This is an optimization exercise on Yosys and OpenROAD, whose aim is small area, a short achievable clock period and few clock cycles per item, not a production implementation.
In this exercise RTL edits were held to simulation tests only and were not proved equivalent to the original.
The clock port is modelled as an ideal driver; clocking choices that lean on that would not hold on a real chip.

## build 35
==> flow/design.v (excerpt) <==
module date_seconds_of_year_converter_unit (
    input  logic                            i_clk,
    input  logic                            i_rst_n,
    input  logic                            i_in_valid,
    output logic                            o_in_ready,
    input  logic                            i_in_mode,
    input  logic [dsoyc_pkg::WYear-1:0]     i_in_year,
    input  logic [dsoyc_pkg::WMonth-1:0]    i_in_month,
    input  logic [dsoyc_pkg::WDay-1:0]      i_in_day,
    input  logic [dsoyc_pkg::WHour-1:0]     i_in_hour,
    input  logic [dsoyc_pkg::WMinute-1:0]   i_in_minute,
    input  logic [dsoyc_pkg::WSecond-1:0]   i_in_second,
    input  logic [dsoyc_pkg::WSeconds-1:0]  i_in_seconds,
    output logic                            o_out_valid,
    input  logic                            i_out_ready,
    output logic [dsoyc_pkg::WSeconds-1:0]  o_out_seconds,
    output logic [dsoyc_pkg::WMonth-1:0]    o_out_month,
    output logic [dsoyc_pkg::WDay-1:0]      o_out_day,
    output logic [dsoyc_pkg::WHour-1:0]     o_out_hour,
    output logic [dsoyc_pkg::WMinute-1:0]   o_out_minute,
    output logic [dsoyc_pkg::WSecond-1:0]   o_out_second,
    output logic                            o_out_range_error
);
    function automatic logic [8:0] offc(input logic [3:0] m);
        case (m)
            4'd2:    offc = 9'd31;
            4'd3:    offc = 9'd59;
            4'd4:    offc = 9'd90;
            4'd5:    offc = 9'd120;
            4'd6:    offc = 9'd151;
            4'd7:    offc = 9'd181;
            4'd8:    offc = 9'd212;
            4'd9:    offc = 9'd243;
            4'd10:   offc = 9'd273;
            4'd11:   offc = 9'd304;
            4'd12:   offc = 9'd334;
            default: offc = 9'd0;
        endcase
    endfunction
    logic r_v1, r_v2, r_v3;
    logic r_out_valid, r_out_nvalid;
  ...
clock: 9.0 ns
lec_check: 0
cap_margin: 20
core_margin: 2
core_utilization: 45
cts_buf_list: sky130_fd_sc_hd__clkbuf_8
place_density: 0.65
setup_slack_margin: 5
slew_margin: 20
standard.sh (not shown) runs the stock make flow with config.mk's settings and CLKGATE_MAP_FILE= SYNTH_SCRIPT=/design/flow/synth_recipe.tcl, a recipe that flattens the netlist after the stock synthesis.
==> flow/flow/run.sh <==
#!/bin/bash
# The standard layout (standard.sh, ORFS) with these changes:
#  - the port buffers are sky130_fd_sc_hd__buf_1 cells (buffer_ports -buffer_cell);
#  - clock tree synthesis uses clkbuf_8 buffers and inserts no dummy load cells
#    (clock_tree_synthesis -dont_use_dummy_load);
#  - synthesis runs the standard flow's synthesis script with yosys's synth called with -noabc
#    as well (flow/synth.tcl), so the generic abc pass does not restructure the
#    carry-save adders before they are mapped to full and half adder cells.
#    Registers are inferred exactly as in the standard synthesis.
# All tool output goes to standard.log here; ORFS keeps its per-step logs under orfs/logs.
set -euo pipefail
here=$(pwd)
sed -e 's|SETUP_SLACK_MARGIN=5 |SETUP_SLACK_MARGIN=5 BUFFER_PORTS_ARGS="-buffer_cell sky130_fd_sc_hd__buf_1" CTS_ARGS="-sink_clustering_enable -repair_clock_nets -buf_list sky130_fd_sc_hd__clkbuf_8 -dont_use_dummy_load" SETUP_MOVE_SEQUENCE="unbuffer,sizeup,swap,clone" |' \
    -e "s|SYNTH_SCRIPT=[^ ]*|SYNTH_SCRIPT=$here/flow/synth.tcl|" standard.sh > standard_b.sh
bash standard_b.sh > standard.log 2>&1
==> flow/flow/synth.tcl <==
proc synth {args} { yosys synth -nofsm -noshare -noabc {*}$args }
source $::env(SCRIPTS_DIR)/synth.tcl
# left out here: clear keep_hierarchy, flatten, clean up, hide names made inside functions, write 1_2_yosys.v
Build 35: PASS, flow complete, no timing, DRC or antenna violations
Testbench counts of build 35, summed over its fixed seeds: cycles 24,032, items 24,000.
Edits applied to the flow inputs when going from build 35 to build 22:
==> flow/flow/run.sh <==
#!/bin/bash
# The standard layout with two changes:
#  - the port buffers are sky130_fd_sc_hd__buf_1 cells;
#  - synthesis runs the standard flow's synthesis script with yosys's synth called with -noabc
#    as well (flow/synth.tcl), so the generic abc pass does not restructure the
#    carry-save adders before they are mapped to full and half adder cells.
#    Registers are inferred exactly as in the standard synthesis.
set -euo pipefail
here=$(pwd)
sed -e 's|SETUP_SLACK_MARGIN=5 |SETUP_SLACK_MARGIN=5 BUFFER_PORTS_ARGS="-buffer_cell sky130_fd_sc_hd__buf_1" RECOVER_POWER=100 |' \
    -e "s|SYNTH_SCRIPT=[^ ]*|SYNTH_SCRIPT=$here/flow/synth.tcl|" standard.sh > standard_b.sh
bash standard_b.sh > standard.log 2>&1
-- flow/config.mk --
<<< build 35, line 8
export CAP_MARGIN = 20
export CORE_MARGIN = 2
export CORE_UTILIZATION = 45
export CTS_BUF_LIST = sky130_fd_sc_hd__clkbuf_8
export PLACE_DENSITY = 0.65
export SETUP_SLACK_MARGIN = 5
export SLEW_MARGIN = 20
>>> build 22, line 8
export CAP_MARGIN = 20
export CORE_MARGIN = 2
export CORE_UTILIZATION = 40
export CTS_BUF_LIST = sky130_fd_sc_hd__clkbuf_8
export SETUP_SLACK_MARGIN = 5
export SLEW_MARGIN = 20
==> results.txt <==
Final checks on build 22, whose flow otherwise completed, came back failing, citing capacitance limit, slew limit.
Changes observed in build 22 relative to build 35: final worst-path cycle share has increased, met2 track demand over resource has decreased, cell area has increased.
Against build 35, build 22 comes in 5.4% higher on wire length.
Per the comparison of build 22 with build 35, sequential share of cell area lost 0.75 points; area growth from synthesis to final layout picked up an extra 3.3 points; die extent in x picked up an extra 10 µm; number of well taps picked up an extra about 6%.
Modified inputs, build 62 compared to build 22
-- flow/flow/run.sh --
<<< build 22, line 8
set -euo pipefail
here=$(pwd)
sed -e 's|SETUP_SLACK_MARGIN=5 |SETUP_SLACK_MARGIN=5 BUFFER_PORTS_ARGS="-buffer_cell sky130_fd_sc_hd__buf_1" RECOVER_POWER=100 |' \
    -e "s|SYNTH_SCRIPT=[^ ]*|SYNTH_SCRIPT=$here/flow/synth.tcl|" standard.sh > standard_b.sh
bash standard_b.sh > standard.log 2>&1
>>> build 62, line 8
set -euo pipefail
here=$(pwd)
sed -e 's|SETUP_SLACK_MARGIN=5 |SETUP_SLACK_MARGIN=5 BUFFER_PORTS_ARGS="-buffer_cell sky130_fd_sc_hd__buf_1" |' \
    -e "s|SYNTH_SCRIPT=[^ ]*|SYNTH_SCRIPT=$here/flow/synth.tcl|" standard.sh > standard_b.sh
bash standard_b.sh > standard.log 2>&1
==> flow/config.mk <==
export PLATFORM = sky130hd
export DESIGN_NAME = date_seconds_of_year_converter_unit
export DESIGN_NICKNAME = date_seconds_of_year_converter_unit
export VERILOG_FILES = /design/flow/design.v
export SDC_FILE = /design/flow/constraint.sdc
export NUM_CORES = 4
export LEC_CHECK = 0
export CAP_MARGIN = 5
export CORE_MARGIN = 2
export CORE_UTILIZATION = 40
export CTS_BUF_LIST = sky130_fd_sc_hd__clkbuf_8
export SETUP_SLACK_MARGIN = 5
export SLEW_MARGIN = 5
Relative to build 22, final critical path time including I/O delays and setup has gone down in build 62. Build 22 → build 62: global-route wire length before repair has remained practically unchanged. Looking at worst setup slack across both flows, build 62 is the stronger of the two, with build 22 trailing. Compared with build 22, build 62 ends up with more cell area. The final layout from build 62, which completed every stage, passed the timing, design-rule and antenna checks at the end of the flow. Taking build 22 as the reference, in build 62 maximum frequency climbed about 20%; clock transition at the register clock pins on the worst setup and hold paths after CTS comparable. For build 22, the endpoint of the most critical setup path was r_o_f[16], unlike build 62, where it was o_in_ready.
What build 28 does differently from build 62 at the input level:
==> flow/config.mk <==
export PLATFORM = sky130hd
export DESIGN_NAME = date_seconds_of_year_converter_unit
export DESIGN_NICKNAME = date_seconds_of_year_converter_unit
export VERILOG_FILES = /design/flow/design.v
export SDC_FILE = /design/flow/constraint.sdc
export NUM_CORES = 4
export LEC_CHECK = 0
export CAP_MARGIN = 20
export CORE_MARGIN = 2
export CORE_UTILIZATION = 45
export CTS_BUF_LIST = sky130_fd_sc_hd__clkbuf_8
export PLACE_DENSITY = 0.65
export SETUP_SLACK_MARGIN = 5
export SLEW_MARGIN = 20
Results
The total routed wire length on the met1 layer of build 28 falls short of that of build 62 by 2.5%.
Build 62 -> build 28: register area share after synthesis delta 0, exact match
Compared with build 62, build 28 shows a area overhead of the layout relative to synthesis that is 1.5 points lower.
Compared build 62 against build 28; maximum achievable frequency within noise.
Re final design area excluding fillers: build 28 is about 1.3% down on build 62.
Here is what was changed in the inputs of build 9 compared with build 28.
-- flow/flow/run.sh --
<<< build 28, line 8
set -euo pipefail
here=$(pwd)
sed -e 's|SETUP_SLACK_MARGIN=5 |SETUP_SLACK_MARGIN=5 BUFFER_PORTS_ARGS="-buffer_cell sky130_fd_sc_hd__buf_1" |' \
    -e "s|SYNTH_SCRIPT=[^ ]*|SYNTH_SCRIPT=$here/flow/synth.tcl|" standard.sh > standard_b.sh
bash standard_b.sh > standard.log 2>&1
>>> build 9, line 8
set -euo pipefail
here=$(pwd)
sed -e 's|SETUP_SLACK_MARGIN=4.95 |SETUP_SLACK_MARGIN=4.95 BUFFER_PORTS_ARGS="-buffer_cell sky130_fd_sc_hd__buf_1" |' \
    -e "s|SYNTH_SCRIPT=[^ ]*|SYNTH_SCRIPT=$here/flow/synth.tcl|" standard.sh > standard_b.sh
bash standard_b.sh > standard.log 2>&1
-- flow/config.mk --
<<< build 28, line 11
export CTS_BUF_LIST = sky130_fd_sc_hd__clkbuf_8
export PLACE_DENSITY = 0.65
export SETUP_SLACK_MARGIN = 5
export SLEW_MARGIN = 20
>>> build 9, line 11
export CTS_BUF_LIST = sky130_fd_sc_hd__clkbuf_8
export PLACE_DENSITY = 0.65
export SETUP_SLACK_MARGIN = 4.95
export SLEW_MARGIN = 20
Results
- For total global routing track utilization, build 9 and build 28 come out practically identical.
- Sequential cell area share is higher on build 28
- Build 9 vs build 28, number of inserted filler cells in the final layout went down by 66.
- Build 9 finished every step from synthesis to the final layout, and the layout passed the timing, design-rule and antenna checks.
- Diff build 9..build 28 | die boundary height | unchanged
- Between build 28 and build 9, the routing usage on met3 does not differ in any meaningful way.
- Post-route clock period utilization: build 9 vs build 28 — no meaningful difference
Setup changes, build 9 to build 93
-- flow/flow/run.sh --
<<< build 9, line 8
set -euo pipefail
here=$(pwd)
sed -e 's|SETUP_SLACK_MARGIN=4.95 |SETUP_SLACK_MARGIN=4.95 BUFFER_PORTS_ARGS="-buffer_cell sky130_fd_sc_hd__buf_1" |' \
    -e "s|SYNTH_SCRIPT=[^ ]*|SYNTH_SCRIPT=$here/flow/synth.tcl|" standard.sh > standard_b.sh
bash standard_b.sh > standard.log 2>&1
>>> build 93, line 8
set -euo pipefail
here=$(pwd)
sed -e 's|SETUP_SLACK_MARGIN=5 |SETUP_SLACK_MARGIN=5 BUFFER_PORTS_ARGS="-buffer_cell sky130_fd_sc_hd__buf_1" |' \
    -e "s|SYNTH_SCRIPT=[^ ]*|SYNTH_SCRIPT=$here/flow/synth.tcl|" standard.sh > standard_b.sh
bash standard_b.sh > standard.log 2>&1
-- flow/config.mk --
<<< build 9, line 8
export CAP_MARGIN = 20
export CORE_MARGIN = 2
export CORE_UTILIZATION = 45
export CTS_BUF_LIST = sky130_fd_sc_hd__clkbuf_8
export PLACE_DENSITY = 0.65
export SETUP_SLACK_MARGIN = 4.95
export SLEW_MARGIN = 20
>>> build 93, line 8
export CAP_MARGIN = 20
export CORE_MARGIN = 2
export CORE_UTILIZATION = 50
export CTS_BUF_LIST = sky130_fd_sc_hd__clkbuf_8
export PLACE_DENSITY = 0.7
export SETUP_SLACK_MARGIN = 5
export SLEW_MARGIN = 20
## What came out
Re total stage count of the critical path: no difference whatsoever between build 93 and build 9.
Build 9 leaves more setup margin than build 93.
As of build 93, die area had fallen by a little under 10% compared to build 9.

[separate check: timing with driven ports]
Ports are ideal in the flow. The routed layouts listed here were re-timed in OpenROAD.
Step 1 assumes that a clkbuf_16 drives the clock port and a buf_2 every other input.
Step 2 moves the port delays by t, midway between the first and last clock arrival at a register: inputs arrive t later, outputs are due t later. That takes back most of the time a late clock gives input paths.
Three values: no drivers, after step 1, after step 2; two values: the first two.
run	t, ns	setup WS [ns]	cell pins on the clock port's net
build 35	0.480	4.946 / 4.930 / 4.745	1
build 22	0.493	4.153 / 4.173 / 3.679	1
build 62	0.495	4.965 / 4.934 / 4.741	1
build 28	0.490	4.964 / 4.930 / 4.749	1
build 9	0.496	4.961 / 4.929 / 4.715	1
build 93	0.481	4.917 / 4.917 / 4.753	1
The setup slack of build 22, which loses most, moves by +0.020 ns with the drivers and by -0.474 ns with both steps.
